What follows belongs to an exercise in optimizing a design on an open flow for small area, a short achievable clock period and few clock cycles per item; a production flow would make more cautious choices. The RTL was checked by simulation tests, not by an equivalence proof against the original design. Power and IR drop assume default switching activity.

==> flow/design.v, too long to show whole: its modules and the start of the top module <==
// module kernel_loader: 43 lines
// module window_shifter: 38 lines
// module mult_adder: 1565 lines
// module conv_result: 30 lines
// module conv_engine: 64 lines
module conv_engine (
  input  logic                 clock,
  input  logic                 reset,
  input  conv_pkg::pixel_t     pixel_in,
  input  logic                 pixel_strobe,
  input  conv_pkg::weight_t    weight_in,
  input  conv_pkg::tap_index_t weight_addr,
  input  logic                 weight_strobe,
  input  conv_pkg::result_t    bias_in,
  input  logic                 relu_enable,
  output conv_pkg::result_t    result_out,
  output logic                 result_valid,
  output logic                 overflow
);
  // ...
==> flow/flow/run.sh <==
#!/bin/bash
# Standard layout, with one netlist clean-up between synthesis and floorplan:
# fixinv.py removes inverters between full adders by choosing each adder's
# polarity (registers and all other cells are kept as synthesized).
set -euo pipefail
work=$PWD
res=$work/orfs/results/$FLOW_PLATFORM/conv_engine/base

bash standard.sh synth > synth.log 2>&1
python3 flow/fixinv.py "$res/1_2_yosys.v" "$work/1_2_yosys.fixinv.v" > fixinv.log 2>&1
cp "$work/1_2_yosys.fixinv.v" "$res/1_2_yosys.v"
rm -f "$res/1_synth.odb" "$res/1_synth.sdc"
bash standard.sh finish > layout.log 2>&1
==> flow/flow/fixinv.py <==
#!/usr/bin/env python3
"""Remove inverters between full adders of a flat sky130 gate netlist.

A full adder computes the complements of both its outputs when all three of
its inputs are complemented.  Every full adder gets a polarity (taken as is,
or fed complemented inputs and read as complemented outputs), and so does every
xor2 (by becoming an xnor2 of the same size), chosen by simulated annealing to need as few inverters as possible; the inverters are then rebuilt:
at most one per net, where some load needs the complement.  Registers and
every other cell keep their names, types and function.

usage: fixinv.py IN.v OUT.v
"""
import re
import sys
from collections import defaultdict

OUT_PINS = {"X", "Y", "Q", "Q_N", "SUM", "COUT", "HI", "LO"}
INV_RE = re.compile(r"sky130_fd_sc_hd__(clk)?inv_\d+$")
FA_RE = re.compile(r"sky130_fd_sc_hd__fa_\d+$")
XOR_RE = re.compile(r"sky130_fd_sc_hd__x(n?)or2_(\d+)$")
INST_RE = re.compile(r"^(\s*)(sky130_fd_sc_hd__\w+)\s+(\S+)\s*\((.*?)\);", re.M | re.S)
PIN_RE = re.compile(r"\.(\w+)\(([^()]*)\)")


def main():
    src, dst = sys.argv[1], sys.argv[2]
    text = open(src).read()
    insts = []
    for m in INST_RE.finditer(text):
        pins = [(p, n.strip()) for p, n in PIN_RE.findall(m.group(4))]
        insts.append({"span": m.span(), "indent": m.group(1), "type": m.group(2),
                      "name": m.group(3), "pins": pins})

    # ports: names in the module header's output declarations
    out_ports = set()
    for m in re.finditer(r"^\s*output\s+(\[[^\]]+\]\s*)?(\S+);", text, re.M):
        rng, name = m.group(1), m.group(2)
        if rng:
            hi, lo = [int(x) for x in rng.strip()[1:-1].split(":")]
            for i in range(min(hi, lo), max(hi, lo) + 1):
                out_ports.add(f"{name}[{i}]")
        else:
            out_ports.add(name)

    driver = {}
    loads = defaultdict(list)  # net -> [(inst index, pin)]
    for k, c in enumerate(insts):
        for p, n in c["pins"]:
            if p in OUT_PINS:
                driver[n] = (k, p)
            else:
                loads[n].append((k, p))

    # removable inverters: output drives only cell pins, not a port
    removable = set()
    for k, c in enumerate(insts):
        if INV_RE.match(c["type"]):
            y = dict(c["pins"]).get("Y")
            if y is not None and y not in out_ports and loads[y]:
                removable.add(k)

    def root(net):
        par = 0
        seen = 0
        while net in driver and driver[net][0] in removable and seen < 64:
            k = driver[net][0]
            net = dict(insts[k]["pins"])["A"]
            par ^= 1
            seen += 1
        return net, par

    fa = [k for k, c in enumerate(insts) if FA_RE.match(c["type"])]
    is_fa = set(fa)
    # an xor2 turned into an xnor2 (same size) complements its output, so it
    # can take a polarity too, with no condition on its inputs
    xors = [k for k, c in enumerate(insts) if XOR_RE.match(c["type"])]
    movable = fa + xors
    # sinks: (root net, parity, sink inst or None, pin)
    sinks = []
    for k, c in enumerate(insts):
        if k in removable:
            continue
        for p, n in c["pins"]:
            if p in OUT_PINS:
                continue
            r, par = root(n)
            sinks.append((r, par, k, p))
    # inverters feeding output ports stay, their inputs are sinks already

    flip = defaultdict(int)
    by_root = defaultdict(list)
    for s in sinks:
        by_root[s[0]].append(s)
    src_of = {}
    for r in by_root:
        if r in driver and (driver[r][0] in is_fa or XOR_RE.match(insts[driver[r][0]]["type"])):
            src_of[r] = driver[r][0]
    # the nets touching each full adder
    fa_nets = defaultdict(set)
    for r, lst in by_root.items():
        if r in src_of:
            fa_nets[src_of[r]].add(r)
        for s in lst:
            if s[2] in is_fa:
                fa_nets[s[2]].add(r)

    def net_cost(r):
        f_src = flip[src_of[r]] if r in src_of else 0
        need = False
        for (_, par, k, _) in by_root[r]:
            f_snk = flip[k] if k in is_fa else 0
            if par ^ f_src ^ f_snk:
                need = True
                break
        return 1 if need else 0

    def total():
        return sum(net_cost(r) for r in by_root)

    before = total()
    # simulated annealing over the polarities, seeded for a repeatable result
    import math
    import random
    rng = random.Random(1)
    cur = before
    best = cur
    best_flip = dict(flip)
    steps = 4000 * max(1, len(movable))
    temp0, temp1 = 2.0, 0.05
    for step in range(steps):
        temp = temp0 * (temp1 / temp0) ** (step / steps)
        x = movable[rng.randrange(len(movable))]
        nets = fa_nets[x]
        old = sum(net_cost(r) for r in nets)
        flip[x] ^= 1
        new = sum(net_cost(r) for r in nets)
        d = new - old
        if d <= 0 or rng.random() < math.exp(-d / temp):
            cur += d
            if cur < best:
                best = cur
                best_flip = dict(flip)
        else:
            flip[x] ^= 1
    flip.clear()
    flip.update(best_flip)
    passes = steps
    after = total()

    # rebuild: new pin connections and inverters
    newpin = {}  # (inst, pin) -> net
    inv_of = {}
    add = []
    count = 0
    for r, lst in by_root.items():
        f_src = flip[src_of[r]] if r in src_of else 0
        for (_, par, k, p) in lst:
            f_snk = flip[k] if k in is_fa else 0
            if par ^ f_src ^ f_snk:
                if r not in inv_of:
                    count += 1
                    nn = f"_fixinv_{count}_"
                    inv_of[r] = nn
                    add.append((r, nn))
                newpin[(k, p)] = inv_of[r]
            else:
                newpin[(k, p)] = r

    out = []
    pos = 0
    for k, c in enumerate(insts):
        a, b = c["span"]
        out.append(text[pos:a])
        pos = b
        if k in removable:
            continue
        if k in xors and flip[k]:
            m = XOR_RE.match(c["type"])
            assert m
            c["type"] = f"sky130_fd_sc_hd__{'x' if m.group(1) else 'xn'}or2_{m.group(2)}"
        swapped = k in xors and flip[k]
        pins = []
        for p, n in c["pins"]:
            q = p
            if swapped and p in ("X", "Y"):
                # xor2's output pin is X, xnor2's is Y
                q = "Y" if p == "X" else "X"
            pins.append((q, newpin.get((k, p), n)))
        body = ",\n".join(f"    .{p}({n}{' ' if n.startswith(chr(92)) else ''})" for p, n in pins)
        out.append(f"{c['indent']}{c['type']} {c['name']} (\n{body}\n  );")
    out.append(text[pos:])
    res = "".join(out)
    decl = "".join(f"  wire {nn};\n" for _, nn in add)
    cells = "".join(
        f"  sky130_fd_sc_hd__inv_1 {nn}inv (\n    .A({r}{' ' if r.startswith(chr(92)) else ''}),\n    .Y({nn})\n  );\n"
        for r, nn in add)
    i = res.rindex("endmodule")
    res = res[:i] + cells + res[i:]
    # declare the new wires after the module header
    j = res.index(";", res.index("module ")) + 1
    res = res[:j] + "\n" + decl + res[j:]
    open(dst, "w").write(res)
    nfl = sum(flip[x] for x in fa)
    nxf = sum(flip[x] for x in xors)
    print(f"fixinv: {len(removable)} inverters before, {len(add)} after "
          f"(cost {before} -> {after}), {nfl} of {len(fa)} full adders flipped, {nxf} of {len(xors)} xor2 swapped")


if __name__ == "__main__":
    main()
==> flow/standard.sh <==
#!/bin/bash
# synth_recipe.tcl (not shown) runs the flow's synth.tcl, then flattens the netlist and writes it again
# the make line also repeats each setting of config.mk as NAME=value (left out here)
make -C /OpenROAD-flow-scripts/flow DESIGN_CONFIG=/design/flow/config.mk WORK_HOME=/design/flow/orfs CLKGATE_MAP_FILE= SYNTH_SCRIPT=/design/flow/synth_recipe.tcl "${@:-finish}"
==> flow/config.mk <==
export PLATFORM = sky130hd
export DESIGN_NAME = conv_engine
export DESIGN_NICKNAME = conv_engine
export VERILOG_FILES = /design/flow/design.v
export SDC_FILE = /design/flow/constraint.sdc
export NUM_CORES = 4
export LEC_CHECK = 0
export ABC_AREA = 1
export CAP_MARGIN = 20
export CORE_MARGIN = 2
export CORE_UTILIZATION = 30
export CTS_CLUSTER_DIAMETER = 80
export CTS_CLUSTER_SIZE = 30
export SETUP_SLACK_MARGIN = 3.2
export SLEW_MARGIN = 20
export TNS_END_PERCENT = 20
==> flow/constraint.sdc <==
create_clock -name core_clock -period 5.5 [get_ports {clock}]
set_input_delay 1.1000 -clock core_clock [delete_from_list [all_inputs] [get_ports {clock}]]
set_output_delay 1.1000 -clock core_clock [all_outputs]
set_load 0.01 [all_outputs]
==> run_results.csv, run 1 <==
group,metric,value,unit
final_layout,largest_reg_flops,144,
placed_design,io_buffers,58,
final_layout,seqCellArea,14060,sq um
grt,antenna_found_initial,4,
final_layout,buf_share,3.257,%
worst_hold_path,worstHoldStart,"mult_adder_inst.q2_839$_DFF_P_",
setup_path,reg2reg_slack,3.01,ns
final_layout,final_common_cell,"fa_1",
final_layout,n_antenna_cell,1,
routing,met1_length,34.12,mm
routing,highest_layer,"met4",
synthesis,syn_area,28200,sq um
power_and_ir_drop,p_seq,6.93,mW
outcome,status,"timing/DRC/antenna clean",
timing,rsz0062_at_grt,"yes",
clocking,cts_resized,17,
setup_path,path_common_cell,"fa_1",
timing,setup_viol,0,
final_layout,fill_cells,9058,
final_layout,reg_top3,"window_shifter_inst.hist: 144 flops, kernel_loader_inst.enc: 108 flops",
final_layout,drive_above_1_share,9.000,%
final_layout,signal_buffers,116,
setup_path,crit_start,"kernel_loader_inst.enc[86]$_DFFE_PP_",
setup_path,slowest_delay,0.58,ns
synthesis,syn_nets,2513,
final_layout,dominant_cells,"sequential cells",
setup_path,rr_worst_depth,4,
timing,setup_ws,3.011,ns
routing,firstDrtPassIters,8,
setup_path,rr_endpoint,"mult_adder_inst.q1_361$_DFF_P_",
worst_hold_path,hold_path_depth,0,
job,drv_cap,0,
placed_design,routabilityCongestion,0.9341,
setup_path,critPathBufInv,1,
final_layout,inv_count,94,
routing,wl_met3,6.200,mm
setup_path,r2r_start,"kernel_loader_inst.enc[86]$_DFFE_PP_",
power_and_ir_drop,fin_total_pwr,19.64,mW
final_layout,seq_cells,571,
placed_design,dpl.hpwl,62.70,mm
worst_hold_path,hp-class,"reg2reg",
power_and_ir_drop,p_seq_share,35.3,%
Testbench counts, summed over its fixed seeds: cycles 16,416, results 16,240.
==> run 2: changes to the inputs <==
--- a/flow/config.mk
+++ b/flow/config.mk
@@ -10,7 +10,5 @@
 export CORE_MARGIN = 2
 export CORE_UTILIZATION = 30
-export CTS_CLUSTER_DIAMETER = 80
-export CTS_CLUSTER_SIZE = 30
-export SETUP_SLACK_MARGIN = 3.2
+export SETUP_SLACK_MARGIN = 2.5
 export SLEW_MARGIN = 20
 export TNS_END_PERCENT = 20
==> run_results.csv, run 2 <==
group,metric,value,unit
outcome,status,"timing/DRC/antenna clean",
final_layout,largest_reg_flops,144,
timing,worstMarginPinSlew,1.071,ns
timing,slew_headroom,28.63,%
clocking,cts-hold-fix-buffers,0,
setup_path,rr_worst_depth,3,
setup_path,crit_path_cell_trace,"fa_1 > fa_1 > fa_1",
clocking,cts_buffers,60,
grt,grt_pass1_vias,16710,
setup_path,start_kind,"register",
timing,fin_tns_setup,0,ns
die,fp.coreArea,93190,sq um
die,die_area,96470,sq um
grt,grt_pass1_wl,116.5,mm
synthesis,yosysWarnings,6,
power_and_ir_drop,power_density,646.2,nW/um^2
final_layout,syn_to_final_growth,12.86,%
grt,overflow,0,
final_layout,drive_above_1_share,6.084,%
final_layout,final_common_cell,"fa_1",
routing,wirelength,80.23,mm
setup_path,crit_type,"reg2reg",
die,die_h,310.6,microns
clocking,cts_buffer_depth,3,
timing,rsz0062_at_grt,"no",
synthesis,syn_nets,2513,
grt,grt_util_met3,3.006,%
grt,grtUsageMet2,26.52,%
grt,grt_busiest_layer,"met2",
setup_path,rr_endpoint,"mult_adder_inst.q2_769$_DFF_P_",
worst_hold_path,whs_endpoint,"mult_adder_inst.q3_929$_DFF_P_",
timing,hold_viol,0,
final_layout,post-route-util,34.15,%
routing,drtIter0Drc,2096,
synthesis,syn_area,28200,sq um
setup_path,critPathMaxFanout,10,
clocking,insertion_delay,0.64,ns
grt,met1_usage,22.72,%
setup_path,r2r_start,"kernel_loader_inst.enc[2]$_DFFE_PP_",
final_layout,nets,2474,
power_and_ir_drop,fin_total_pwr,20.57,mW
clocking,cts_setup_buffers,0,
clocking,cts_resized,0,
die,row_count,112,
placed_design,placed_cell_area,29800,sq um
power_and_ir_drop,irDropWorstVdd,373.7,uV
setup_path,crit_arrival,3.09,ns
routing,final_antenna_net_count,0,
timing,finalCriticalPeriod,2.627,ns
worst_hold_path,hold_path_depth,0,
worst_hold_path,worstHoldStart,"mult_adder_inst.q2_772$_DFF_P_",
routing,routedWlPerCell,23.89,microns
timing,slew_viol_final,0,
die,initial_utilization,30.26,%
setup_path,worstPathRequired,5.96,ns
synthesis,netlist_instances,2098,
clocking,tritoncts,"done",
final_layout,n_antenna_cell,0,
timing,period_share,47.77,%
grt,groute.usage.overall,16.55,%
final_layout,top_register,"window_shifter_inst.hist",
routing,firstDrtPassIters,6,
setup_path,reg2reg_slack,2.87,ns
routing,avgViaCountPerCell,4.788,
grt,grt_max_degree,51,
die,ioPinCount,59,
placed_design,dpl.hpwl,62.47,mm
setup_path,critPathBufInv,0,
clocking,clkSlewWorstSetupHoldPaths,0.06,ns
setup_path,path_delay_family,"adder cells",
job,drv_cap,0,
final_layout,final_area,31830,sq um
timing,fmax,380.6,MHz
synthesis,syn_avg_cell_area,13.44,sq um
worst_hold_path,hp-class,"reg2reg",
grt,antenna_found_initial,7,
final_layout,final_cell_mix,"343 x fa_1, 298 x dfxtp_1, 252 x o22ai_1, 252 x edfxtp_1, 178 x xnor2_1",
clocking,clock-root-buffer,"clkbuf_16",
final_layout,reg_top3,"window_shifter_inst.hist: 144 flops, kernel_loader_inst.enc: 108 flops",
timing,finClkSkew,0.02643,ns
placed_design,io_buffers,58,
timing,setup_viol,0,
routing,route.detailed.drc,0,
setup_path,crit_slowest_cell,"edfxtp_1",
setup_path,slowest_delay,0.82,ns
setup_path,endpoint_kind,"register",
setup_path,path_common_cell,"fa_1",
power_and_ir_drop,p_leak,11.81,nW
placed_design,routabilityCongestion,0.9363,
clocking,htree_levels,2,
clocking,numClockSinks,571,
die,die_w,310.6,microns
routing,via_count,16080,
-- run 2: routing by layer --
layer	up-vias	routed length, microns
met5	-	0
met4	0	2726
met3	143	6309
met2	724	36880
met1	8277	34310
li1	6934	-
-- run 2: final cells by class --
cell class,instances,area [sq um]
clock buffer,83,1744
clock inverter,24,286.5
fill,9062,61360
inverter,94,352.8
multi-input combinational,1267,13170
sequential,571,14060
tap,1254,1569
timing repair buffer,65,640.6
-- run 2: per-stage QoR --
step           setup WS (ns)  hold slack (ns)  instances
2_1_floorplan          2.612           0.3096       2098
3_3_place_gp           2.865           0.3115       3251
3_5_place_dp           2.913           0.3196       3251
4_1_cts                2.839           0.3311       3358
5_1_grt                2.759           0.3429       3358
6_report               2.873           0.3290       3358
-- run 2: worst max path at each step --
stage	startpoint	endpoint	slack, ns	depth (start not counted)
3_3_place_gp	kernel_loader_inst.enc[2]$_DFFE_PP_	mult_adder_inst.q2_771$_DFF_P_	2.86	3
6_report	kernel_loader_inst.enc[2]$_DFFE_PP_	mult_adder_inst.q2_769$_DFF_P_	2.87	3
3_5_place_dp	kernel_loader_inst.enc[2]$_DFFE_PP_	mult_adder_inst.q2_769$_DFF_P_	2.91	3
4_1_cts	conv_result_inst.result_valid$_DFF_PN0_	result_valid	2.84	1
2_1_floorplan	window_shifter_inst.strobe_r$_DFF_PN0_	window_shifter_inst.count[4]$_DFFE_PN0P_	2.61	4
5_1_grt	kernel_loader_inst.enc[2]$_DFFE_PP_	mult_adder_inst.q2_771$_DFF_P_	2.76	3
-- run 2: report_power, final --
part	internal, mW	switching [mW]
Sequential	5.94	1.06
Clock	2.45	1.74
Combinational	4.12	5.26
Total	12.5	8.06
==> run 3: changes to the inputs <==
--- a/flow/config.mk
+++ b/flow/config.mk
@@ -10,5 +10,5 @@
 export CORE_MARGIN = 2
 export CORE_UTILIZATION = 30
-export SETUP_SLACK_MARGIN = 2.5
+export SETUP_SLACK_MARGIN = 3.35
 export SLEW_MARGIN = 20
-export TNS_END_PERCENT = 20
+export TNS_END_PERCENT = 50
==> run_results.csv, run 3 <==
group,metric,value,unit
outcome,status,"timing/DRC/antenna clean",
routing,wirelength,87.21,mm
synthesis,syn_nets,2513,
routing,route.detailed.drc,0,
setup_path,crit_path_cell_trace,"clkinvlp_4 > buf_4 > xnor2_4 > fa_2 > fa_1",
clocking,tritoncts,"done",
setup_path,endpoint_kind,"register",
clocking,cts_buffers,60,
setup_path,critPathBufInv,2,
final_layout,final_area,36440,sq um
timing,fin_tns_setup,0,ns
grt,grt_max_degree,62,
die,fp.coreArea,93190,sq um
power_and_ir_drop,power_density,610.8,nW/um^2
placed_design,dp.cells,3249,
routing,firstDrtPassIters,5,
timing,finClkSkew,0.01894,ns
final_layout,stdcell_count,3667,
placed_design,placed_cell_area,29770,sq um
final_layout,largest_reg_flops,144,
clocking,clock-root-buffer,"clkbuf_16",
timing,rsz0062_at_grt,"yes",
timing,fmax,434.6,MHz
final_layout,drive_above_1_share,33.86,%
grt,grt_pass1_wl,120.7,mm
grt,overflow,0,
setup_path,crit_slowest_cell,"fa_2",
power_and_ir_drop,p_leak,13.96,nW
routing,routedWlPerCell,23.78,microns
setup_path,start_kind,"register",
setup_path,path_delay_family,"adder cells",
job,drv_cap,0,
timing,slew_viol_final,0,
synthesis,yosysWarnings,6,
setup_path,slowest_delay,0.64,ns
synthesis,syn_area,28200,sq um
routing,via_count,17420,
power_and_ir_drop,irDropWorstVdd,302.3,uV
die,ioPinCount,59,
placed_design,routabilityCongestion,0.9620,
placed_design,dpl.hpwl,63.26,mm
timing,setup_viol,0,
synthesis,netlist_instances,2098,
clocking,htree_levels,2,
setup_path,crit_arrival,2.81,ns
setup_path,worstPathRequired,6.00,ns
power_and_ir_drop,fin_total_pwr,22.26,mW
final_layout,syn_to_final_growth,29.23,%
synthesis,syn_avg_cell_area,13.44,sq um
routing,drtIter0Drc,1712,
placed_design,io_buffers,58,
setup_path,crit_type,"reg2reg",
worst_hold_path,hp-class,"reg2reg",
final_layout,final_common_cell,"dfxtp_1",
timing,worstMarginPinSlew,0.9646,ns
timing,finalCriticalPeriod,2.301,ns
die,die_w,310.6,microns
final_layout,top_register,"window_shifter_inst.hist",
grt,grt_pass1_vias,17800,
clocking,cts_buffer_depth,3,
die,initial_utilization,30.26,%
final_layout,n_antenna_cell,0,
grt,antenna_found_initial,8,
clocking,clkSlewWorstSetupHoldPaths,0.06,ns
clocking,insertion_delay,0.64,ns
grt,groute.usage.overall,17.17,%
routing,final_antenna_net_count,0,
die,die_area,96470,sq um
final_layout,nets,2778,
die,row_count,112,
timing,period_share,41.84,%
die,die_h,310.6,microns
timing,hold_viol,0,
timing,slew_headroom,35.54,%
final_layout,reg_top3,"window_shifter_inst.hist: 144 flops, kernel_loader_inst.enc: 108 flops",
setup_path,critPathMaxFanout,5,
clocking,numClockSinks,571,
routing,avgViaCountPerCell,4.750,
final_layout,final_cell_mix,"290 x dfxtp_1, 272 x fa_1, 252 x edfxtp_1, 235 x buf_4, 164 x o22ai_1",
[run 3: power breakdown]
part           total, mW  switching, mW  leakage (nW)  internal [mW]
combinational       11.1           6.16          7.67           4.98
sequential          6.88          0.944          5.26           5.94
clock               4.24           1.80          1.03           2.44
[run 3: worst reg2reg max path: cells and delay by family, from the launching register on]
family / cells / cell delay (ns)
flip-flops: 1 / 0.50
adder cells (fa/ha/maj): 2 / 1.08
XOR/XNOR: 1 / 0.15
buffers and inverters: 2 / 0.46
[run 3: metal layers]
layer | routed length [microns] | GRT usage, %
met4 | 3294 | 5.605
met3 | 7682 | 4.465
met1 | 35530 | 22.58
met5 | 11 | 0
met2 | 40690 | 27.61
[run 3: cell type report]
type	instances	area, sq um
Sequential cell	571	14070
Timing Repair inverter	1	7.507
Multi-Input combinational cell	1269	15280
Inverter	94	385.4
Tap cell	1254	1569
Clock buffer	78	1694
Timing Repair Buffer	366	3049
Clock inverter	34	384.1
Fill cell	8518	56750
[run 3: path summary, 6_finish.rpt]
kind                                                       endpoint  slack, ns  depth (start not counted)                             startpoint
max                                  mult_adder_inst.q1_495$_DFF_P_       3.20                          5  kernel_loader_inst.enc[107]$_DFFE_PP_
min                                  mult_adder_inst.q3_961$_DFF_P_       0.33                          0         mult_adder_inst.q2_839$_DFF_P_
max reg2reg                          mult_adder_inst.q1_495$_DFF_P_       3.20                          5  kernel_loader_inst.enc[107]$_DFFE_PP_
min reg2reg                          mult_adder_inst.q3_961$_DFF_P_       0.33                          0         mult_adder_inst.q2_839$_DFF_P_
max in group asynchronous    window_shifter_inst.strobe_r$_DFF_PN0_       4.26                          1                                  reset
min in group asynchronous  window_shifter_inst.count[3]$_DFFE_PN0P_       0.59                          1                                  reset
[run 3: what timing repair did]
item / CTS / global route
pin swaps: 99 / 172
cloned: 3 / 1
buffers inserted: 168 / 134
hold buffers: 0 / 0
endpoints found under the setup margin: 214 / 223
resized for setup: 240 / 290
[run 3: per-stage QoR]
stage | util, % | hold WS, ns | setup slack (ns)
after floorplan | - | 0.3096 | 3.318
after global placement | 31.94 | 0.3179 | 2.927
after detailed placement | 31.94 | 0.3121 | 2.878
after CTS | 36.38 | 0.3359 | 3.235
after global routing | 39.11 | 0.3475 | 3.166
final | 39.11 | 0.3300 | 3.199
==> run 4: changes to the inputs <==
--- a/flow/config.mk
+++ b/flow/config.mk
@@ -9,6 +9,6 @@
 export CAP_MARGIN = 20
 export CORE_MARGIN = 2
-export CORE_UTILIZATION = 30
-export SETUP_SLACK_MARGIN = 3.35
+export CORE_UTILIZATION = 45
+export SETUP_SLACK_MARGIN = 3.2
 export SLEW_MARGIN = 20
-export TNS_END_PERCENT = 50
+export TNS_END_PERCENT = 20
==> run_results.csv, run 4 <==
group,metric,value,unit
final_layout,syn_to_final_growth,15.25,%
worst_hold_path,hold_path_depth,0,
die,initial_utilization,45.61,%
clocking,tritoncts,"done",
routing,final_antenna_net_count,0,
timing,setup_ws,3.107,ns
die,die_area,64690,sq um
setup_path,r2r_start,"kernel_loader_inst.enc[74]$_DFFE_PP_",
timing,period_share,43.50,%
synthesis,netlist_instances,2098,
synthesis,yosysWarnings,6,
setup_path,start_kind,"register",
final_layout,reg_top3,"window_shifter_inst.hist: 144 flops, kernel_loader_inst.enc: 108 flops",
placed_design,routabilityCongestion,0.9766,
routing,via_count,16630,
grt,grt_pass1_wl,112.8,mm
die,die_h,254.3,microns
timing,slew_viol_final,0,
grt,grt_max_degree,76,
grt,grt_pass1_vias,16480,
power_and_ir_drop,p_leak,12.42,nW
timing,setup_viol,0,
clocking,cts-hold-fix-buffers,0,
die,fp.coreArea,61830,sq um
timing,rsz0062_at_grt,"yes",
job,drv_cap,0,
power_and_ir_drop,power_density,652.6,nW/um^2
outcome,status,"timing/DRC/antenna clean",
setup_path,endpoint_kind,"register",
placed_design,io_buffers,58,
timing,fmax,418.0,MHz
clocking,insertion_delay,0.63,ns
setup_path,crit_start,"kernel_loader_inst.enc[74]$_DFFE_PP_",
die,die_w,254.3,microns
routing,route.detailed.drc,0,
clocking,cts_buffers,59,
setup_path,crit_type,"reg2reg",
power_and_ir_drop,irDropWorstVdd,350.5,uV
setup_path,worstPathRequired,5.96,ns
setup_path,slowest_delay,0.56,ns
timing,hold_viol,0,
clocking,numClockSinks,571,
timing,slew_headroom,27.92,%
final_layout,nets,2585,
final_layout,fill_cells,5158,
grt,antenna_found_initial,3,
final_layout,final_common_cell,"fa_1",
final_layout,top_register,"window_shifter_inst.hist",
grt,groute.usage.overall,24.69,%
grt,overflow,0,
setup_path,path_common_cell,"fa_1",
timing,finalCriticalPeriod,2.393,ns
clocking,clock-root-buffer,"clkbuf_16",
clocking,cts_buffer_depth,3,
final_layout,largest_reg_flops,144,
routing,routedWlPerCell,25.97,microns
placed_design,pre_cts_ws,2.992,ns
routing,firstDrtPassIters,5,
worst_hold_path,worstHoldStart,"mult_adder_inst.q2_772$_DFF_P_",
synthesis,syn_area,28200,sq um
final_layout,drive_above_1_share,13.96,%
die,row_count,91,
final_layout,final_cell_mix,"340 x fa_1, 298 x dfxtp_1, 252 x edfxtp_1, 249 x o22ai_1, 177 x xnor2_1",
clocking,clkSlewWorstSetupHoldPaths,0.06,ns
setup_path,crit_slowest_cell,"fa_1",
setup_path,rr_worst_depth,4,
timing,worstMarginPinSlew,1.081,ns
routing,drtIter0Drc,1682,
setup_path,crit_path_cell_trace,"buf_4 > fa_1 > fa_1 > fa_1",
worst_hold_path,hp-class,"reg2reg",
setup_path,crit_arrival,2.85,ns
routing,wirelength,79.42,mm
placed_design,dpl.hpwl,61.10,mm
routing,avgViaCountPerCell,5.437,
synthesis,syn_nets,2513,
setup_path,critPathMaxFanout,3,
timing,finClkSkew,0.01399,ns
synthesis,syn_avg_cell_area,13.44,sq um
timing,fin_tns_setup,0,ns
clocking,htree_levels,2,
die,ioPinCount,59,
## run 4: per-stage QoR
stage / area [sq um] / utilization [%] / std cells / hold WS [ns] / total power, mW
final: 32500 / 52.57 / 3058 / 0.3280 / 21.21
after global routing: 32500 / 52.57 / 3057 / 0.3372 / 22.80
after CTS: 31440 / 50.85 / 2952 / 0.3276 / 20.74
after detailed placement: 29260 / 47.32 / 2833 / 0.3188 / 16.45
after global placement: 29250 / 47.31 / 2833 / 0.3156 / 16.21
after floorplan: 28200 / - / 2098 / 0.3096 / 12.52
## run 4: final cells by class
class	instances	area, sq um	area share [%]
Inverter	94	371.6	1.143
Clock inverter	32	360.3	1.109
Antenna cell	1	2.502	0.007699
Sequential cell	571	14060	43.27
Multi-Input combinational cell	1269	13420	41.29
Clock buffer	79	1752	5.390
Tap cell	837	1047	3.222
Timing Repair Buffer	175	1484	4.566
## run 4: power by group
group | leakage (nW) | switching, mW | internal [mW]
sequential | 5.26 | 1.01 | 5.94
combinational | 6.13 | 5.52 | 4.46
clock | 1.03 | 1.74 | 2.53
total | 12.4 | 8.28 | 12.9
## run 4: final timing paths
path | to | slack, ns
max | mult_adder_inst.q2_769$_DFF_P_ | 3.11
min | mult_adder_inst.q3_929$_DFF_P_ | 0.33
max reg2reg | mult_adder_inst.q2_769$_DFF_P_ | 3.11
min reg2reg | mult_adder_inst.q3_929$_DFF_P_ | 0.33
max in group asynchronous | window_shifter_inst.strobe_r$_DFF_PN0_ | 4.21
min in group asynchronous | conv_result_inst.overflow$_DFF_PN0_ | 0.92
## run 4: critical path, delay by kind of cell, from the launching register on
| family | cells | cell delay [ns] |
|---|---|---|
| fa+ha+maj | 3 | 1.51 |
| flops | 1 | 0.51 |
| buf+inv | 1 | 0.19 |
## run 4: what timing repair did
item / 4_1_cts / 5_1_grt
setup endpoints to repair: 80 / 162
buffers inserted: 8 / 103
gates cloned: 0 / 2
pin swaps: 0 / 15
endpoints found under the hold margin: 0 / 0
resized for setup: 38 / 67
## run 4: per-layer routing
metal  global-route usage, %  wire, microns  vias up
met3                   3.960           5962      138
met5                       0              0        -
met1                   34.49          33340     8517
met4                   8.286           2902        0
li1                        -              -     7185
met2                   39.53          37210      787
==> run 5: changes to the inputs <==
--- a/flow/flow/run.sh
+++ b/flow/flow/run.sh
@@ -11,3 +11,4 @@
 cp "$work/1_2_yosys.fixinv.v" "$res/1_2_yosys.v"
 rm -f "$res/1_synth.odb" "$res/1_synth.sdc"
-bash standard.sh finish > layout.log 2>&1
+# clock tree without dummy loads
+bash standard.sh CTS_ARGS="-sink_clustering_enable -repair_clock_nets -dont_use_dummy_load" finish > layout.log 2>&1
--- a/flow/config.mk
+++ b/flow/config.mk
@@ -9,5 +9,5 @@
 export CAP_MARGIN = 20
 export CORE_MARGIN = 2
-export CORE_UTILIZATION = 45
+export CORE_UTILIZATION = 30
 export SETUP_SLACK_MARGIN = 3.2
 export SLEW_MARGIN = 20
==> run_results.csv, run 5 <==
group,metric,value,unit
final_layout,nets,2573,
synthesis,netlist_instances,2098,
worst_hold_path,hold_path_depth,0,
setup_path,crit_type,"reg2reg",
grt,grt_pass1_wl,114.2,mm
timing,finClkSkew,0.06203,ns
setup_path,crit_arrival,2.79,ns
final_layout,fill_cells,9014,
job,drv_cap,0,
timing,rsz0062_at_grt,"yes",
final_layout,final_cell_mix,"331 x fa_1, 297 x dfxtp_1, 252 x edfxtp_1, 251 x o22ai_1, 169 x xnor2_1",
setup_path,start_kind,"register",
placed_design,dpl.hpwl,62.70,mm
final_layout,n_antenna_cell,0,
placed_design,routabilityCongestion,0.9341,
timing,finalCriticalPeriod,2.354,ns
routing,routedWlPerCell,23.53,microns
power_and_ir_drop,p_leak,12.13,nW
grt,grt_pass1_vias,16300,
die,ioPinCount,59,
final_layout,reg_top3,"window_shifter_inst.hist: 144 flops, kernel_loader_inst.enc: 108 flops",
routing,avgViaCountPerCell,4.768,
power_and_ir_drop,power_density,618.5,nW/um^2
clocking,cts_buffers,59,
routing,final_antenna_net_count,0,
grt,antenna_found_initial,7,
routing,firstDrtPassIters,5,
grt,overflow,0,
placed_design,io_buffers,58,
die,die_h,310.6,microns
timing,slew_headroom,27.62,%
clocking,insertion_delay,0.63,ns
routing,route.detailed.drc,0,
die,die_w,310.6,microns
clocking,numClockSinks,571,
final_layout,largest_reg_flops,144,
setup_path,critPathMaxFanout,7,
timing,period_share,42.80,%
outcome,status,"timing/DRC/antenna clean",
final_layout,syn_to_final_growth,14.64,%
clocking,clock-root-buffer,"clkbuf_16",
clocking,cts_buffer_depth,3,
routing,drtIter0Drc,1830,
routing,wirelength,80.25,mm
final_layout,stdcell_count,3410,
setup_path,endpoint_kind,"register",
setup_path,worstPathRequired,5.94,ns
grt,grt_max_degree,64,
worst_hold_path,hp-class,"reg2reg",
final_layout,top_register,"window_shifter_inst.hist",
clocking,tritoncts,"done",
timing,worstMarginPinSlew,1.084,ns
synthesis,syn_nets,2513,
final_layout,drive_above_1_share,11.92,%
routing,via_count,16260,
final_layout,seqCellArea,14060,sq um
synthesis,syn_area,28200,sq um
final_layout,final_common_cell,"fa_1",
clocking,clkSlewWorstSetupHoldPaths,0.06,ns
placed_design,dp.cells,3247,
final_layout,multi_input_area,13460,sq um
timing,fmax,424.8,MHz
die,row_count,112,
timing,setup_viol,0,
clocking,cts-hold-fix-buffers,0,
synthesis,syn_avg_cell_area,13.44,sq um
clocking,htree_levels,2,
die,die_area,96470,sq um
timing,hold_viol,0,
die,initial_utilization,30.26,%
power_and_ir_drop,irDropWorstVdd,274.2,uV
timing,slew_viol_final,0,
grt,groute.usage.overall,16.27,%
setup_path,rr_worst_depth,3,
timing,fin_tns_setup,0,ns
die,fp.coreArea,93190,sq um
synthesis,yosysWarnings,6,
==> run 5: final cells by class <==
type	instances	share of cell area (%)
well taps	1254	4.853
clock buffers	59	4.567
multi-input cells	1269	41.65
repair buffers	163	4.280
inverters	94	1.149
flip-flops and latches	571	43.50
==> run 5: worst paths after layout <==
check	slack [ns]	start	end
hold reg to reg	0.33	mult_adder_inst.q2_839$_DFF_P_	mult_adder_inst.q3_961$_DFF_P_
setup / recovery	3.15	kernel_loader_inst.enc[83]$_DFFE_PP_	mult_adder_inst.q2_796$_DFF_P_
setup reg to reg	3.15	kernel_loader_inst.enc[83]$_DFFE_PP_	mult_adder_inst.q2_796$_DFF_P_
hold / removal	0.33	mult_adder_inst.q2_839$_DFF_P_	mult_adder_inst.q3_961$_DFF_P_
max in group asynchronous	4.29	reset	window_shifter_inst.strobe_r$_DFF_PN0_
min in group asynchronous	0.59	reset	conv_result_inst.result_valid$_DFF_PN0_
==> run 5: layer usage <==
| layer | track usage [%] | part of all wire, % | vias to the layer above | routed length (microns) |
|---|---|---|---|---|
| met4 | 4.976 | 3.5 | 2 | 2809 |
| met2 | 25.64 | 46 | 747 | 36720 |
| li1 | - | - | 7097 | - |
| met1 | 22.78 | 43 | 8272 | 34310 |
| met3 | 2.939 | 8.0 | 141 | 6396 |
| met5 | 0 | 0.016 | - | 13 |
==> run 5: critical path, cell delays in order, from the launching register on <==
cell and delay (ns):
edfxtp_1 0.62, fa_2 0.57, fa_1 0.42, fa_1 0.54
==> run 5: repair_timing <==
| action | in CTS | in global routing |
|---|---|---|
| setup buffers | 2 | 100 |
| resized for setup | 32 | 64 |
| pin swaps | 0 | 13 |
| cloned | 0 | 2 |
| endpoints found under the setup margin | 107 | 116 |
==> run 5: where the power goes <==
group / switching, mW / internal [mW] / leakage [nW]
Combinational: 5.43 / 4.27 / 6.14
Sequential: 0.987 / 5.94 / 5.26
Clock: 1.50 / 1.86 / 0.727
Total: 7.92 / 12.1 / 12.1
==> run 5: through the flow <==
step                cell area (sq um)  total power, mW  setup slack, ns  hold slack [ns]  utilization [%]
floorplan                       28200            12.52            3.194           0.3096                -
global placement                29760            16.29            2.981           0.3180            31.94
detailed placement              29770            16.41            2.954           0.3143            31.94
CTS                             31240            19.76            3.010           0.3302            33.52
global route                    32330            21.52            3.115           0.3388            34.69
finish                          32330            19.99            3.146           0.3280            34.69
==> run 6: changes to the inputs <==
--- a/flow/flow/run.sh
+++ b/flow/flow/run.sh
@@ -11,4 +11,4 @@
 cp "$work/1_2_yosys.fixinv.v" "$res/1_2_yosys.v"
 rm -f "$res/1_synth.odb" "$res/1_synth.sdc"
-# clock tree without dummy loads
-bash standard.sh CTS_ARGS="-sink_clustering_enable -repair_clock_nets -dont_use_dummy_load" finish > layout.log 2>&1
+# clock tree without dummy loads, in clusters of up to 20 sinks
+bash standard.sh CTS_ARGS="-sink_clustering_enable -repair_clock_nets -dont_use_dummy_load -sink_clustering_size 20 -sink_clustering_max_diameter 60" finish > layout.log 2>&1
==> run_results.csv, run 6 <==
group,metric,value,unit
clocking,cts_buffers,48,
power_and_ir_drop,power_density,614.3,nW/um^2
synthesis,syn_avg_cell_area,13.44,sq um
grt,grt_max_degree,64,
die,ioPinCount,59,
timing,slew_viol_final,0,
job,drv_cap,0,
final_layout,nets,2538,
timing,finClkSkew,0.07720,ns
setup_path,critPathBufInv,1,
power_and_ir_drop,power.switching,7.834,mW
power_and_ir_drop,swShare,40.09,%
setup_path,path_delay_family,"buffers and inverters",
final_layout,syn_to_final_growth,12.80,%
setup_path,r2r_start,"kernel_loader_inst.enc[86]$_DFFE_PP_",
routing,routedWlPerCell,23.59,microns
grt,grt_busiest_layer,"met2",
power_and_ir_drop,p_seq_share,35.4,%
setup_path,crit_slowest_cell,"clkdlybuf4s50_1",
grt,antenna_found_initial,5,
setup_path,crit_type,"reg2out",
grt,grt_pass1_wl,113.7,mm
die,row_count,112,
setup_path,start_kind,"register",
final_layout,top_register,"window_shifter_inst.hist",
routing,avgViaCountPerCell,4.719,
placed_design,io_buffers,58,
timing,period_share,44.84,%
worst_hold_path,worstHoldStart,"mult_adder_inst.q2_839$_DFF_P_",
setup_path,endpoint_kind,"output port",
final_layout,reg_top3,"window_shifter_inst.hist: 144 flops, kernel_loader_inst.enc: 108 flops",
die,die_w,310.6,microns
grt,grt_pass1_vias,16280,
setup_path,critPathMaxFanout,1,
power_and_ir_drop,irDropWorstVdd,296.2,uV
grt,overflow,0,
synthesis,syn_area,28200,sq um
routing,wirelength,79.65,mm
setup_path,slowest_delay,0.52,ns
timing,worstMarginPinSlew,1.104,ns
routing,via_count,15930,
clocking,clock-root-buffer,"clkbuf_16",
setup_path,rr_worst_depth,4,
clocking,tritoncts,"done",
die,die_area,96470,sq um
timing,hold_viol,0,
clocking,cts-hold-fix-buffers,0,
die,initial_utilization,30.26,%
power_and_ir_drop,pwr-share-clk,15.1,%
final_layout,drive_above_1_share,9.712,%
power_and_ir_drop,p_leak,11.88,nW
timing,finalCriticalPeriod,2.466,ns
clocking,clkSlewWorstSetupHoldPaths,0.06,ns
timing,fin_tns_setup,0,ns
worst_hold_path,hold_path_depth,0,
synthesis,syn_nets,2513,
setup_path,crit_path_cell_trace,"clkdlybuf4s50_1",
routing,route.detailed.drc,0,
clocking,numClockSinks,571,
timing,fmax,405.5,MHz
setup_path,crit_arrival,1.37,ns
worst_hold_path,whs_endpoint,"mult_adder_inst.q3_961$_DFF_P_",
setup_path,rr_endpoint,"mult_adder_inst.q1_361$_DFF_P_",
placed_design,routabilityCongestion,0.9341,
die,die_h,310.6,microns
power_and_ir_drop,fin_total_pwr,19.54,mW
timing,slew_headroom,26.30,%
clocking,htree_levels,2,
final_layout,largest_reg_flops,144,
timing,rsz0062_at_grt,"yes",
synthesis,yosysWarnings,6,
synthesis,netlist_instances,2098,
grt,met1_usage,22.43,%
power_and_ir_drop,p_comb_share,49.4,%
timing,setup_viol,0,
placed_design,dpl.hpwl,62.70,mm
grt,grtUsageMet2,25.72,%
final_layout,final_common_cell,"fa_1",
routing,final_antenna_net_count,0,
worst_hold_path,hp-class,"reg2reg",
outcome,status,"timing/DRC/antenna clean",
setup_path,reg2reg_slack,3.05,ns
final_layout,final_cell_mix,"334 x fa_1, 298 x dfxtp_1, 252 x edfxtp_1, 248 x o22ai_1, 176 x xnor2_1",
grt,groute.usage.overall,16.20,%
routing,firstDrtPassIters,6,
routing,drtIter0Drc,1807,
setup_path,worstPathRequired,4.40,ns
clocking,insertion_delay,0.62,ns
clocking,cts_buffer_depth,3,
grt,grt_util_met3,3.079,%
power_and_ir_drop,p_int,11.71,mW
die,fp.coreArea,93190,sq um
## run 6: cell types whose count changed in the layout (fill, tap and decap cells not counted), moves of 4 or more
cell             before  now
inv_1                86   90
dlygate4sd2_1         8   13
xnor2_1             169  176
xor2_1              154  159
clkbuf_16            59   48
xor2_2                8    3
xnor2_2               9    2
buf_4                97   74
clkdlybuf4s15_1       8    0
## run 6: worst max-delay path by stage
stage	end	slack [ns]	start	cells after the start
2_1_floorplan	mult_adder_inst.q2_769$_DFF_P_	3.19	kernel_loader_inst.enc[2]$_DFFE_PP_	4
3_3_place_gp	mult_adder_inst.q2_770$_DFF_P_	2.98	kernel_loader_inst.enc[2]$_DFFE_PP_	3
3_5_place_dp	mult_adder_inst.q2_770$_DFF_P_	2.95	kernel_loader_inst.enc[2]$_DFFE_PP_	3
4_1_cts	result_out[5]	2.99	conv_result_inst.result_out[5]$_SDFF_PP0_	1
5_1_grt	result_out[6]	2.99	conv_result_inst.result_out[6]$_SDFF_PP0_	1
6_report	result_out[7]	3.03	conv_result_inst.result_out[7]$_SDFF_PP0_	1
## run 6: worst reg2reg max path: cells and delay by family (launching register included)
family | cells | cell delay [ns]
XOR/XNOR | 1 | 0.52
adder cells (fa/ha/maj) | 2 | 1.01
buffers and inverters | 1 | 0.27
flip-flops | 1 | 0.55
## run 6: timing repair
action                                  CTS  global route
resized for setup                        20            49
buffers inserted                          2            76
pin swaps                                 0            11
cloned                                    0             2
endpoints found under the setup margin   97           115
## run 6: cell type report
type	instances	area (sq um)
timing repair buffer	139	1215
tap	1254	1569
clock buffer	48	1201
fill	9046	61380
sequential	571	14060
multi-input combinational	1269	13400
inverter	94	364.1
antenna	1	2.502
## run 6: metrics by stage
| step | std cells | hold slack [ns] | setup WS, ns | cell area [sq um] | utilization (%) |
|---|---|---|---|---|---|
| 2_1_floorplan | 2098 | 0.3096 | 3.194 | 28200 | - |
| 3_3_place_gp | 3247 | 0.3180 | 2.981 | 29760 | 31.94 |
| 3_5_place_dp | 3247 | 0.3143 | 2.954 | 29770 | 31.94 |
| 4_1_cts | 3297 | 0.3364 | 2.992 | 30970 | 33.24 |
| 5_1_grt | 3375 | 0.3368 | 2.992 | 31810 | 34.13 |
| 6_report | 3376 | 0.3311 | 3.034 | 31810 | 34.14 |
## run 6: power groups by stage
| stage | logic (mW) | clock network (mW) | registers [mW] |
|---|---|---|---|
| after CTS | 9.33 | 3.06 | 6.97 |
| after floorplan | 6.03 | 0 | 6.49 |
| after global routing | 10.9 | 3.20 | 7.03 |
| final | 9.66 | 2.96 | 6.92 |
| after global placement | 9.25 | 0 | 7.04 |
| after detailed placement | 9.34 | 0 | 7.07 |
## run 6: per-layer routing
| layer | wire, microns | vias to the layer above | part of all wire (%) |
|---|---|---|---|
| met2 | 36450 | 673 | 46 |
| met1 | 34150 | 8108 | 43 |
| li1 | - | 7023 | - |
| met5 | 0 | - | 0 |
| met4 | 2606 | 0 | 3.3 |
| met3 | 6444 | 129 | 8.1 |
==> run 7: changes to the inputs <==
--- a/flow/flow/run.sh
+++ b/flow/flow/run.sh
@@ -11,4 +11,5 @@
 cp "$work/1_2_yosys.fixinv.v" "$res/1_2_yosys.v"
 rm -f "$res/1_synth.odb" "$res/1_synth.sdc"
-# clock tree without dummy loads, in clusters of up to 20 sinks
-bash standard.sh CTS_ARGS="-sink_clustering_enable -repair_clock_nets -dont_use_dummy_load -sink_clustering_size 20 -sink_clustering_max_diameter 60" finish > layout.log 2>&1
+# clock tree without dummy loads
+# ports buffered with plain buffers (the default pick is a delay cell)
+bash standard.sh CTS_ARGS="-sink_clustering_enable -repair_clock_nets -dont_use_dummy_load" BUFFER_PORTS_ARGS="-buffer_cell sky130_fd_sc_hd__buf_2" finish > layout.log 2>&1
==> run_results.csv, run 7 <==
group,metric,value,unit
routing,firstDrtPassIters,7,
clocking,htree_levels,2,
clocking,cts_buffers,59,
grt,met1_usage,23.34,%
worst_hold_path,worstHoldStart,"mult_adder_inst.q2_772$_DFF_P_",
timing,fmax,424.1,MHz
clocking,clock-root-buffer,"clkbuf_16",
synthesis,yosysWarnings,6,
final_layout,final_common_cell,"fa_1",
setup_path,crit_arrival,2.83,ns
clocking,numClockSinks,571,
timing,hold_viol,0,
setup_path,crit_start,"kernel_loader_inst.enc[107]$_DFFE_PP_",
grt,grt_util_met3,3.312,%
timing,slew_viol_final,0,
setup_path,critPathMaxFanout,7,
routing,wirelength,82.30,mm
setup_path,endpoint_kind,"register",
power_and_ir_drop,fin_total_pwr,20.28,mW
power_and_ir_drop,irDropWorstVdd,294.7,uV
final_layout,seqCellArea,14060,sq um
grt,grt_pass1_vias,16700,
clocking,tritoncts,"done",
power_and_ir_drop,power_density,631.3,nW/um^2
synthesis,syn_avg_cell_area,13.44,sq um
die,die_area,96470,sq um
final_layout,nets,2579,
final_layout,drive_above_1_share,14.20,%
grt,grt_max_degree,55,
worst_hold_path,hp-class,"reg2reg",
routing,final_antenna_net_count,0,
routing,route.detailed.drc,0,
timing,finalCriticalPeriod,2.358,ns
final_layout,syn_to_final_growth,13.90,%
setup_path,worstPathRequired,5.97,ns
placed_design,dpl.hpwl,63.70,mm
die,die_w,310.6,microns
setup_path,r2r_start,"kernel_loader_inst.enc[107]$_DFFE_PP_",
final_layout,reg_top3,"window_shifter_inst.hist: 144 flops, kernel_loader_inst.enc: 108 flops",
timing,period_share,42.87,%
placed_design,routabilityCongestion,0.9215,
job,drv_cap,0,
worst_hold_path,hold_path_depth,0,
clocking,clkSlewWorstSetupHoldPaths,0.06,ns
worst_hold_path,whs_endpoint,"mult_adder_inst.q3_929$_DFF_P_",
die,ioPinCount,59,
clocking,cts_buffer_depth,3,
final_layout,final_cell_mix,"338 x fa_1, 298 x dfxtp_1, 252 x edfxtp_1, 247 x o22ai_1, 176 x xnor2_1",
final_layout,largest_reg_flops,144,
grt,antenna_found_initial,5,
grt,overflow,0,
final_layout,fill_cells,9032,
timing,setup_viol,0,
synthesis,syn_nets,2513,
timing,rsz0062_at_grt,"yes",
synthesis,netlist_instances,2098,
power_and_ir_drop,p_leak,12.14,nW
grt,groute.usage.overall,16.76,%
routing,drtIter0Drc,1972,
outcome,status,"timing/DRC/antenna clean",
die,die_h,310.6,microns
placed_design,io_buffers,58,
clocking,insertion_delay,0.62,ns
die,fp.coreArea,93190,sq um
die,row_count,112,
synthesis,syn_area,28200,sq um
setup_path,reg2reg_slack,3.14,ns
timing,fin_tns_setup,0,ns
grt,grtUsageMet2,26.60,%
clocking,cts-hold-fix-buffers,0,
routing,via_count,16350,
routing,routedWlPerCell,24.09,microns
final_layout,multi_input_area,13470,sq um
die,initial_utilization,30.26,%
routing,avgViaCountPerCell,4.785,
grt,grt_pass1_wl,117.3,mm
setup_path,start_kind,"register",
setup_path,rr_endpoint,"mult_adder_inst.q1_500$_DFF_P_",
setup_path,crit_type,"reg2reg",
grt,grt_busiest_layer,"met2",
timing,finClkSkew,0.02984,ns
timing,worstMarginPinSlew,1.057,ns
final_layout,top_register,"window_shifter_inst.hist",
setup_path,rr_worst_depth,4,
timing,slew_headroom,29.37,%
run 7: cell count changes in the layout (fill, tap and decap cells not counted), moves of 4 or more:
| cell | change |
|---|---|
| buf_2 | +55 |
| clkdlybuf4s50_1 | -41 |
| fa_1 | +4 |
| fa_2 | -4 |
| dlygate4sd2_1 | -13 |
| clkbuf_16 | +11 |
| buf_4 | +31 |
| ha_1 | -4 |
run 7: routing by layer:
layer	wire, microns	vias up
li1	-	7103
met1	35630	8358
met2	37230	759
met3	6636	130
met4	2814	0
met5	0	-
run 7: worst max-delay path by stage:
stage,slack (ns),to,depth (start not counted)
after floorplan,3.19,mult_adder_inst.q2_769$_DFF_P_,4
after global placement,2.91,mult_adder_inst.q2_771$_DFF_P_,3
after CTS,3.09,mult_adder_inst.q1_361$_DFF_P_,4
final,3.14,mult_adder_inst.q1_500$_DFF_P_,4
after detailed placement,2.89,mult_adder_inst.q2_771$_DFF_P_,3
after global routing,3.12,mult_adder_inst.q1_439$_DFF_P_,4
run 7: cell type report:
cell class                      instances  share of cell area, %
Inverter                               94                  1.134
Multi-Input combinational cell       1269                  41.95
Timing Repair Buffer                  169                  3.646
Clock buffer                           59                  4.597
Antenna cell                            1               0.007791
Sequential cell                       571                  43.78
Tap cell                             1254                  4.885
run 7: metrics by stage:
step                      instance area (sq um)  hold slack [ns]  cells  util [%]  setup WS [ns]
final                                     32120           0.3270   3417     34.47          3.142
after global routing                      32120           0.3313   3416     34.46          3.117
after CTS                                 31170           0.3283   3324     33.45          3.092
after detailed placement                  29480           0.3143   3249     31.64          2.895
after global placement                    29470           0.3172   3249     31.63          2.908
after floorplan                           28200           0.3096   2098         -          3.194
run 7: repair_timing:
item	in CTS	in global routing
pin swaps	6	24
setup endpoints to repair	92	108
setup buffers	14	92
gates resized for setup	16	47
cloned	2	0
run 7: where the power goes:
group | internal (mW) | switching (mW)
registers | 5.94 | 1.02
logic | 4.35 | 5.61
clock network | 1.86 | 1.50
run 7: worst max-delay path, cell delays in order, from the launching register on:
cell      delay, ns
edfxtp_1       0.55
inv_1          0.39
xor2_1         0.32
fa_1           0.53
fa_1           0.44
==> run 8: changes to the inputs <==
--- a/flow/flow/run.sh
+++ b/flow/flow/run.sh
@@ -13,3 +13,3 @@
 # clock tree without dummy loads
 # ports buffered with plain buffers (the default pick is a delay cell)
-bash standard.sh CTS_ARGS="-sink_clustering_enable -repair_clock_nets -dont_use_dummy_load" BUFFER_PORTS_ARGS="-buffer_cell sky130_fd_sc_hd__buf_2" finish > layout.log 2>&1
+bash standard.sh CTS_ARGS="-sink_clustering_enable -repair_clock_nets -dont_use_dummy_load" BUFFER_PORTS_ARGS="-buffer_cell sky130_fd_sc_hd__buf_1" finish > layout.log 2>&1
==> run_results.csv, run 8 <==
group,metric,value,unit
setup_path,slowest_delay,0.54,ns
power_and_ir_drop,power.switching,8.028,mW
die,fp.coreArea,93190,sq um
final_layout,final_common_cell,"fa_1",
setup_path,crit_start,"kernel_loader_inst.enc[65]$_DFFE_PP_",
timing,slew_headroom,22.30,%
timing,period_share,43.05,%
power_and_ir_drop,p_int,12.08,mW
final_layout,drive_above_1_share,12.94,%
final_layout,largest_reg_flops,144,
power_and_ir_drop,p_seq_share,34.5,%
power_and_ir_drop,p_leak,12.03,nW
setup_path,critPathMaxFanout,7,
timing,slew_viol_final,0,
routing,drtIter0Drc,1761,
setup_path,crit_end,"mult_adder_inst.q1_384$_DFF_P_",
clocking,clock-root-buffer,"clkbuf_16",
die,initial_utilization,30.26,%
final_layout,nets,2588,
timing,fmax,422.3,MHz
timing,fin_tns_setup,0,ns
die,die_h,310.6,microns
timing,setup_viol,0,
synthesis,yosysWarnings,6,
job,drv_cap,0,
final_layout,top_register,"window_shifter_inst.hist",
clocking,insertion_delay,0.64,ns
setup_path,crit_slowest_cell,"edfxtp_1",
synthesis,netlist_instances,2098,
setup_path,crit_arrival,2.88,ns
routing,routedWlPerCell,23.68,microns
clocking,cts_buffers,59,
setup_path,crit_path_cell_trace,"clkinvlp_4 > buf_4 > xnor2_1 > fa_1 > fa_1",
timing,worstMarginPinSlew,1.161,ns
power_and_ir_drop,swShare,39.92,%
grt,grt_pass1_wl,115.3,mm
final_layout,post-route-util,34.60,%
synthesis,syn_area,28200,sq um
grt,grt_max_degree,73,
final_layout,syn_to_final_growth,14.34,%
setup_path,worstPathRequired,6.01,ns
worst_hold_path,hp-class,"reg2reg",
grt,grt_pass1_vias,16600,
final_layout,final_cell_mix,"334 x fa_1, 298 x dfxtp_1, 252 x edfxtp_1, 245 x o22ai_1, 170 x xnor2_1",
synthesis,syn_nets,2513,
setup_path,path_common_cell,"fa_1",
power_and_ir_drop,p_comb_share,48.7,%
grt,groute.usage.overall,16.40,%
setup_path,rr_endpoint,"mult_adder_inst.q1_384$_DFF_P_",
clocking,htree_levels,2,
timing,rsz0062_at_grt,"yes",
outcome,status,"timing/DRC/antenna clean",
final_layout,n_antenna_cell,0,
placed_design,routabilityCongestion,0.9374,
setup_path,cp_num_cells,5,
power_and_ir_drop,power_density,623.7,nW/um^2
setup_path,reg2reg_slack,3.13,ns
timing,hold_viol,0,
power_and_ir_drop,pwr-share-clk,16.9,%
power_and_ir_drop,irDropWorstVdd,318.6,uV
die,die_w,310.6,microns
routing,via_count,16370,
final_layout,reg_top3,"window_shifter_inst.hist: 144 flops, kernel_loader_inst.enc: 108 flops",
routing,firstDrtPassIters,6,
setup_path,crit_type,"reg2reg",
setup_path,endpoint_kind,"register",
setup_path,critPathBufInv,2,
synthesis,syn_avg_cell_area,13.44,sq um
placed_design,dpl.hpwl,62.64,mm
grt,antenna_found_initial,6,
placed_design,io_buffers,58,
clocking,clkSlewWorstSetupHoldPaths,0.07,ns
setup_path,start_kind,"register",
timing,finClkSkew,0.06883,ns
setup_path,rr_worst_depth,5,
clocking,numClockSinks,571,
setup_path,r2r_start,"kernel_loader_inst.enc[65]$_DFFE_PP_",
die,ioPinCount,59,
clocking,cts-hold-fix-buffers,0,
timing,finalCriticalPeriod,2.368,ns
die,die_area,96470,sq um
die,row_count,112,
routing,route.detailed.drc,0,
clocking,tritoncts,"done",
routing,final_antenna_net_count,0,
routing,wirelength,81.11,mm
grt,overflow,0,
routing,avgViaCountPerCell,4.778,
setup_path,path_delay_family,"adder cells",
clocking,cts_buffer_depth,3,
[run 8: metrics by stage]
| step | hold slack [ns] | area [sq um] | total power, mW | setup WS (ns) | cells |
|---|---|---|---|---|---|
| finish | 0.3260 | 32240 | 20.11 | 3.132 | 3425 |
| global route | 0.3422 | 32240 | 21.62 | 3.108 | 3425 |
| CTS | 0.3291 | 31200 | 19.98 | 3.037 | 3335 |
| detailed placement | 0.3157 | 29420 | 16.37 | 2.879 | 3249 |
| global placement | 0.3198 | 29410 | 16.19 | 2.861 | 3249 |
| floorplan | 0.3096 | 28200 | 12.52 | 3.194 | 2098 |
[run 8: layout make-up]
type | instances | area (sq um)
Sequential cell | 571 | 14060
Timing Repair Buffer | 178 | 1210
Clock buffer | 59 | 1476
Tap cell | 1254 | 1569
Inverter | 94 | 390.4
Multi-Input combinational cell | 1269 | 13540
Fill cell | 8996 | 60940
[run 8: worst min-delay path by stage]
stage,startpoint,endpoint,slack [ns],cells past startpoint
finish,mult_adder_inst.q2_772$_DFF_P_,mult_adder_inst.q3_929$_DFF_P_,0.33,0
detailed placement,mult_adder_inst.q2_772$_DFF_P_,mult_adder_inst.q3_929$_DFF_P_,0.32,0
floorplan,bias_r[1]$_DFF_P_,mult_adder_inst.q2_772$_DFF_P_,0.31,0
global placement,bias_r[1]$_DFF_P_,mult_adder_inst.q2_772$_DFF_P_,0.32,0
CTS,mult_adder_inst.q2_772$_DFF_P_,mult_adder_inst.q3_929$_DFF_P_,0.33,0
global route,bias_r[1]$_DFF_P_,mult_adder_inst.q2_772$_DFF_P_,0.34,0
[run 8: routing by layer]
layer / up-vias / share of wire (%) / wire length, microns / track usage (%)
li1: 7125 / - / - / -
met3: 154 / 7.6 / 6149 / 2.659
met2: 742 / 45 / 36890 / 25.96
met1: 8341 / 43 / 34970 / 22.90
met4: 4 / 3.8 / 3068 / 5.461
met5: - / 0.035 / 28 / 0
[run 8: what timing repair did]
action | in CTS | in global routing
setup endpoints to repair | 99 | 101
pin swaps | 7 | 26
setup buffers | 25 | 90
gates resized for setup | 15 | 71
cloned | 2 | 0
[run 8: power groups by stage]
stage | clock (mW) | combinational [mW] | sequential, mW
after detailed placement | 0 | 9.29 | 7.08
after CTS | 3.48 | 9.53 | 6.97
final | 3.39 | 9.79 | 6.94
after global routing | 3.64 | 11.0 | 7.03
after global placement | 0 | 9.14 | 7.05
after floorplan | 0 | 6.03 | 6.49
==> run 9: changes to the inputs <==
--- a/flow/flow/run.sh
+++ b/flow/flow/run.sh
@@ -11,5 +11,3 @@
 cp "$work/1_2_yosys.fixinv.v" "$res/1_2_yosys.v"
 rm -f "$res/1_synth.odb" "$res/1_synth.sdc"
-# clock tree without dummy loads
-# ports buffered with plain buffers (the default pick is a delay cell)
-bash standard.sh CTS_ARGS="-sink_clustering_enable -repair_clock_nets -dont_use_dummy_load" BUFFER_PORTS_ARGS="-buffer_cell sky130_fd_sc_hd__buf_1" finish > layout.log 2>&1
+bash standard.sh finish > layout.log 2>&1
==> run_results.csv, run 9 <==
group,metric,value,unit
setup_path,slowest_delay,0.55,ns
worst_hold_path,hp-class,"reg2reg",
setup_path,crit_arrival,2.85,ns
die,row_count,112,
timing,fin_tns_setup,0,ns
routing,route.detailed.drc,0,
clocking,tritoncts,"done",
routing,final_antenna_net_count,0,
grt,grt_pass1_vias,16490,
timing,finalCriticalPeriod,2.348,ns
final_layout,drive_above_1_share,12.17,%
outcome,status,"timing/DRC/antenna clean",
routing,firstDrtPassIters,6,
routing,avgViaCountPerCell,4.731,
power_and_ir_drop,pwr-share-clk,19.1,%
placed_design,io_buffers,58,
placed_design,placed_cell_area,29770,sq um
final_layout,final_common_cell,"fa_1",
power_and_ir_drop,p_comb_share,47.2,%
die,die_area,96470,sq um
power_and_ir_drop,p_leak,12.27,nW
timing,slew_headroom,26.15,%
final_layout,final_cell_mix,"337 x fa_1, 297 x dfxtp_1, 252 x edfxtp_1, 249 x o22ai_1, 170 x xnor2_1",
grt,overflow,0,
clocking,numClockSinks,571,
timing,period_share,42.69,%
synthesis,netlist_instances,2098,
final_layout,largest_reg_flops,144,
grt,grt_pass1_wl,115.4,mm
grt,antenna_found_initial,6,
clocking,clock-root-buffer,"clkbuf_16",
die,fp.coreArea,93190,sq um
routing,drtIter0Drc,1826,
die,die_w,310.6,microns
final_layout,top_register,"window_shifter_inst.hist",
routing,wirelength,80.72,mm
timing,setup_viol,0,
clocking,htree_levels,2,
timing,hold_viol,0,
die,die_h,310.6,microns
synthesis,syn_avg_cell_area,13.44,sq um
timing,slew_viol_final,0,
die,initial_utilization,30.26,%
setup_path,worstPathRequired,6.01,ns
synthesis,syn_nets,2513,
grt,groute.usage.overall,16.43,%
clocking,cts-hold-fix-buffers,0,
power_and_ir_drop,p_seq_share,33.7,%
die,ioPinCount,59,
setup_path,crit_slowest_cell,"edfxtp_1",
final_layout,final_area,32690,sq um
routing,via_count,16320,
final_layout,syn_to_final_growth,15.93,%
power_and_ir_drop,irDropWorstVdd,284.3,uV
synthesis,yosysWarnings,6,
timing,rsz0062_at_grt,"yes",
final_layout,nets,2561,
clocking,cts_buffers,59,
power_and_ir_drop,power_density,630.3,nW/um^2
timing,fmax,425.9,MHz
setup_path,start_kind,"register",
setup_path,crit_path_cell_trace,"buf_4 > buf_4 > xor2_1 > fa_1 > fa_1",
placed_design,dpl.hpwl,62.70,mm
clocking,insertion_delay,0.64,ns
power_and_ir_drop,p_int,12.46,mW
power_and_ir_drop,power.switching,8.150,mW
routing,routedWlPerCell,23.40,microns
clocking,cts_buffer_depth,3,
final_layout,reg_top3,"window_shifter_inst.hist: 144 flops, kernel_loader_inst.enc: 108 flops",
setup_path,critPathMaxFanout,3,
setup_path,crit_type,"reg2reg",
placed_design,routabilityCongestion,0.9341,
timing,worstMarginPinSlew,1.106,ns
job,drv_cap,0,
grt,grt_max_degree,64,
synthesis,syn_area,28200,sq um
clocking,clkSlewWorstSetupHoldPaths,0.06,ns
power_and_ir_drop,swShare,39.55,%
timing,finClkSkew,0.02527,ns
setup_path,endpoint_kind,"register",
run 9: through the flow:
step | std cells | setup WS, ns | utilization [%] | total power [mW] | hold slack, ns
after floorplan | 2098 | 3.194 | - | 12.52 | 0.3096
after detailed placement | 3247 | 2.954 | 31.94 | 16.41 | 0.3143
final | 3449 | 3.152 | 35.08 | 20.61 | 0.3285
after CTS | 3363 | 3.071 | 34.10 | 20.47 | 0.3307
after global placement | 3247 | 2.981 | 31.94 | 16.29 | 0.3180
after global routing | 3448 | 3.088 | 35.08 | 22.16 | 0.3402
run 9: power by group through the flow:
stage	Clock (mW)	Combinational, mW	Sequential, mW
after floorplan	0	6.03	6.49
after global placement	0	9.25	7.04
after detailed placement	0	9.34	7.07
after CTS	4.03	9.47	6.97
after global routing	4.21	10.9	7.04
final	3.94	9.73	6.94
run 9: per-layer routing:
layer  track usage (%)  up-vias  routed length [microns]  share of wire (%)
li1                  -     7141                        -                  -
met3             3.059      140                     6267                7.8
met5                 0        -                       13              0.016
met2             26.03      720                    36860                 46
met1             22.85     8313                    34810                 43
met4             5.053        2                     2765                3.4
run 9: timing repair:
action                     4_1_cts  5_1_grt
cloned                           2        0
resized for setup               48       54
buffers inserted                 5       85
setup endpoints to repair       97      118
pin swaps                        4       17
run 9: worst paths after layout:
check                                                          start                                       to  slack (ns)  cells past startpoint
min in group asynchronous                                      reset  conv_result_inst.result_valid$_DFF_PN0_        0.57                      1
worst max register to register  kernel_loader_inst.enc[86]$_DFFE_PP_           mult_adder_inst.q1_409$_DFF_P_        3.15                      5
max in group asynchronous                                      reset   window_shifter_inst.strobe_r$_DFF_PN0_        4.29                      1
worst min register to register        mult_adder_inst.q2_839$_DFF_P_           mult_adder_inst.q3_961$_DFF_P_        0.33                      0
worst min-delay path                  mult_adder_inst.q2_839$_DFF_P_           mult_adder_inst.q3_961$_DFF_P_        0.33                      0
worst max-delay path            kernel_loader_inst.enc[86]$_DFFE_PP_           mult_adder_inst.q1_409$_DFF_P_        3.15                      5
run 9: cell type report:
type                       instances  area [sq um]
clock buffer                      83          1670
inverter                          94         371.6
fill                            8974         60500
tap                             1254          1569
sequential                       571         14060
multi-input combinational       1269         13450
antenna                            1         2.502
clock inverter                    26         234.0
timing repair buffer             151          1329
run 9: critical path: cells and delay by family (launching register included):
family,cells,cell delay (ns)
xor gates and xnor gates,1,0.33
adders and majority gates,2,1.01
buffers and inverters,2,0.34
DFF,1,0.55

==> port drivers added, routing unchanged <==
In the flow no input, the clock included, has a driving cell. The finished layouts below were timed again as built, in two steps.
Step 1 sets driving cells, clkbuf_16 on the clock port and buf_2 on the other inputs (assumed; they add their load-dependent delay and slew).
Step 2 times the ports against the registers' clock, not the clock port: input delays grow and output delays shrink by t, the midpoint of the rising clock arrivals with the driver on.
Three values: ideal, step 1, step 2; two values: the first two.
run	t, ns	setup slack, ns	worst setup path after step 2	cell pins on the clock port's net
run 1	0.647	3.011 / 3.011 / 3.011	register to register	1
run 2	0.690	2.873 / 2.845 / 2.873	register to register	1
run 3	0.693	3.199 / 3.199 / 3.199	register to register	1
run 4	0.688	3.107 / 3.107 / 3.107	register to register	1
run 5	0.663	3.146 / 3.146 / 3.146	register to register	1
run 6	0.639	3.034 / 2.970 / 3.050	register to register	1
run 7	0.665	3.142 / 3.142 / 3.142	register to register	1
run 8	0.670	3.132 / 3.132 / 3.132	register to register	1
run 9	0.697	3.152 / 3.123 / 3.152	register to register	1
After both steps setup and hold are still met in every run listed.
